This design comes from an exercise in tuning for a short achievable clock period and few clock cycles on the open sky130 flow, not from production work. In this exercise RTL edits were held to simulation tests only and were not proved equivalent to the original. Power and IR drop assume default switching activity.

Design ordered_record_list, start of the top module:
module ordered_record_list #(
  parameter int DEPTH = 16
) (
  input  logic        clk,
  input  logic        rst,
  input  logic        start,
  input  logic [55:0] item,
  output logic        busy,
  output logic        result_valid,
  output logic [60:0] result
);
export LEC_CHECK = 0
export ABC_CLOCK_PERIOD_IN_PS = 700
export CAP_MARGIN = 20
export CORE_MARGIN = 2
export CORE_UTILIZATION = 40
export CTS_CLUSTER_DIAMETER = 80
export CTS_CLUSTER_SIZE = 22
export SETUP_SLACK_MARGIN = 2.9
export SLEW_MARGIN = 20
create_clock -name core_clock -period 5.0 [get_ports {clk}]
standard.sh (not shown) runs the stock make flow with config.mk's settings and CLKGATE_MAP_FILE= SYNTH_SCRIPT=/design/flow/synth_recipe.tcl, a recipe that flattens the netlist after the stock synthesis.
==> flow/flow/run.sh <==
#!/bin/bash
# The standard layout (standard.sh: the standard flow's synthesis and ORFS flow), with the
# port buffers that ORFS inserts at placement made plain buffers
# (sky130_fd_sc_hd__buf_4) instead of the delay buffers it picks by itself.
# Each tool's full output is in its own ORFS log under orfs/logs/; the make
# output is in make_finish.log here.
set -euo pipefail
export BUFFER_PORTS_ARGS="-buffer_cell sky130_fd_sc_hd__buf_4"
bash standard.sh finish > make_finish.log 2>&1
The starting point completed with no timing, DRC or antenna violations.
Testbench counts at the start, summed over its fixed seeds: cycles 7,310.
Edit:
- ABC_CLOCK_PERIOD_IN_PS: 700 -> 1200
=> Flip-flop and latch count does not change. Global-route usage is unchanged. Worst hold slack does not change. Synthesized cell count is unchanged. Die area does not change.


## rev 12
ordered_record_list, a different RTL version from the one above (not shown whole).
Size: ~5200 cells after synthesis, ~120 I/O pins, about 0.065 mm^2 of cells after synthesis.
==> flow/config.mk <==
export PLATFORM = sky130hd
export DESIGN_NAME = ordered_record_list
export DESIGN_NICKNAME = ordered_record_list
export VERILOG_FILES = /design/flow/design.v
export SDC_FILE = /design/flow/constraint.sdc
export NUM_CORES = 4
export LEC_CHECK = 0
export ABC_CLOCK_PERIOD_IN_PS = 1200
export CAP_MARGIN = 20
export CORE_MARGIN = 2
export CORE_UTILIZATION = 40
export CTS_CLUSTER_DIAMETER = 80
export CTS_CLUSTER_SIZE = 22
export SETUP_SLACK_MARGIN = 2.9
export SLEW_MARGIN = 20
==> flow/constraint.sdc <==
create_clock -name core_clock -period 5.0 [get_ports {clk}]
set_input_delay 1.0000 -clock core_clock [delete_from_list [all_inputs] [get_ports {clk}]]
set_output_delay 1.0000 -clock core_clock [all_outputs]
set_load 0.01 [all_outputs]
Scripts as last shown in full above: flow/flow/run.sh
Testbench counts of rev 12, summed over its fixed seeds: cycles 7,310.
Setup changes, rev 12 to rev 13
# rev 12
export LEC_CHECK = 0
export ABC_CLOCK_PERIOD_IN_PS = 1200
export CAP_MARGIN = 20
export CORE_MARGIN = 2
export CORE_UTILIZATION = 40
export CTS_CLUSTER_DIAMETER = 80
export CTS_CLUSTER_SIZE = 22
export SETUP_SLACK_MARGIN = 2.9
export SLEW_MARGIN = 20
create_clock -name core_clock -period 5.0 [get_ports {clk}]
# rev 13
export LEC_CHECK = 0
export ABC_CLOCK_PERIOD_IN_PS = 1200
export CAP_MARGIN = 20
export CORE_MARGIN = 2
export CORE_UTILIZATION = 50
export CTS_CLUSTER_DIAMETER = 80
export CTS_CLUSTER_SIZE = 22
export SETUP_SLACK_MARGIN = 2.9
export SLEW_MARGIN = 20
create_clock -name core_clock -period 5.0 [get_ports {clk}]
## What came out
- Rev 12 → rev 13: clock skew now larger; area of all sequential standard cells comparable; post-route minimum period now smaller; worst slew margin relative to its limit now smaller.
- Going from rev 12 to rev 13, the portion of total power attributed to the clock network was found to have gone down by 3.3 points.
- Rev 13 and rev 12 ended up with nearly the same power in sequential cells.
- Rev 13 vs. rev 12: flop-to-flop setup slack went up by 0.13 ns; first-pass GRT wire length went down by 2.5%.
- The count of cells resized by post-cts repair of rev 13 falls short of that of rev 12 by 110.
- Sequential portion of the cell area delta for rev 13 relative to rev 12: 1.4 points higher

## port drivers added, routing unchanged
In the flow no input, the clock included, has a driving cell. The finished layouts below were timed again as built, in two steps.
Step 1, drivers: a clkbuf_16 drives clk and a buf_2 each remaining input, both assumed.
Step 2, shift: input delay + t, output delay - t, t = (earliest + latest rising clock arrival at the registers) / 2. This alone moves slack from input paths to output paths.
a / b / c = ideal / step 1 / step 2; a / b = the first two.
run	t, ns	setup slack, ns	worst hold slack (ns)	worst setup path after step 2	worst slew at a driven data input, ns
the first run of note 1	0.828	2.535 / 2.535 / 2.385	0.329 / 0.329 / 0.329	input to register	0.06
the second run of note 1	0.828	2.535 / 2.535 / 2.385	0.329 / 0.329 / 0.329	input to register	0.06
rev 12	0.865	2.166 / 2.166 / 2.166	0.346 / 0.341 / 0.346	register to register	0.06
rev 13	0.838	2.291 / 2.291 / 2.230	0.341 / 0.341 / 0.341	input to register	0.07
After both steps setup and hold are still met in every run listed.
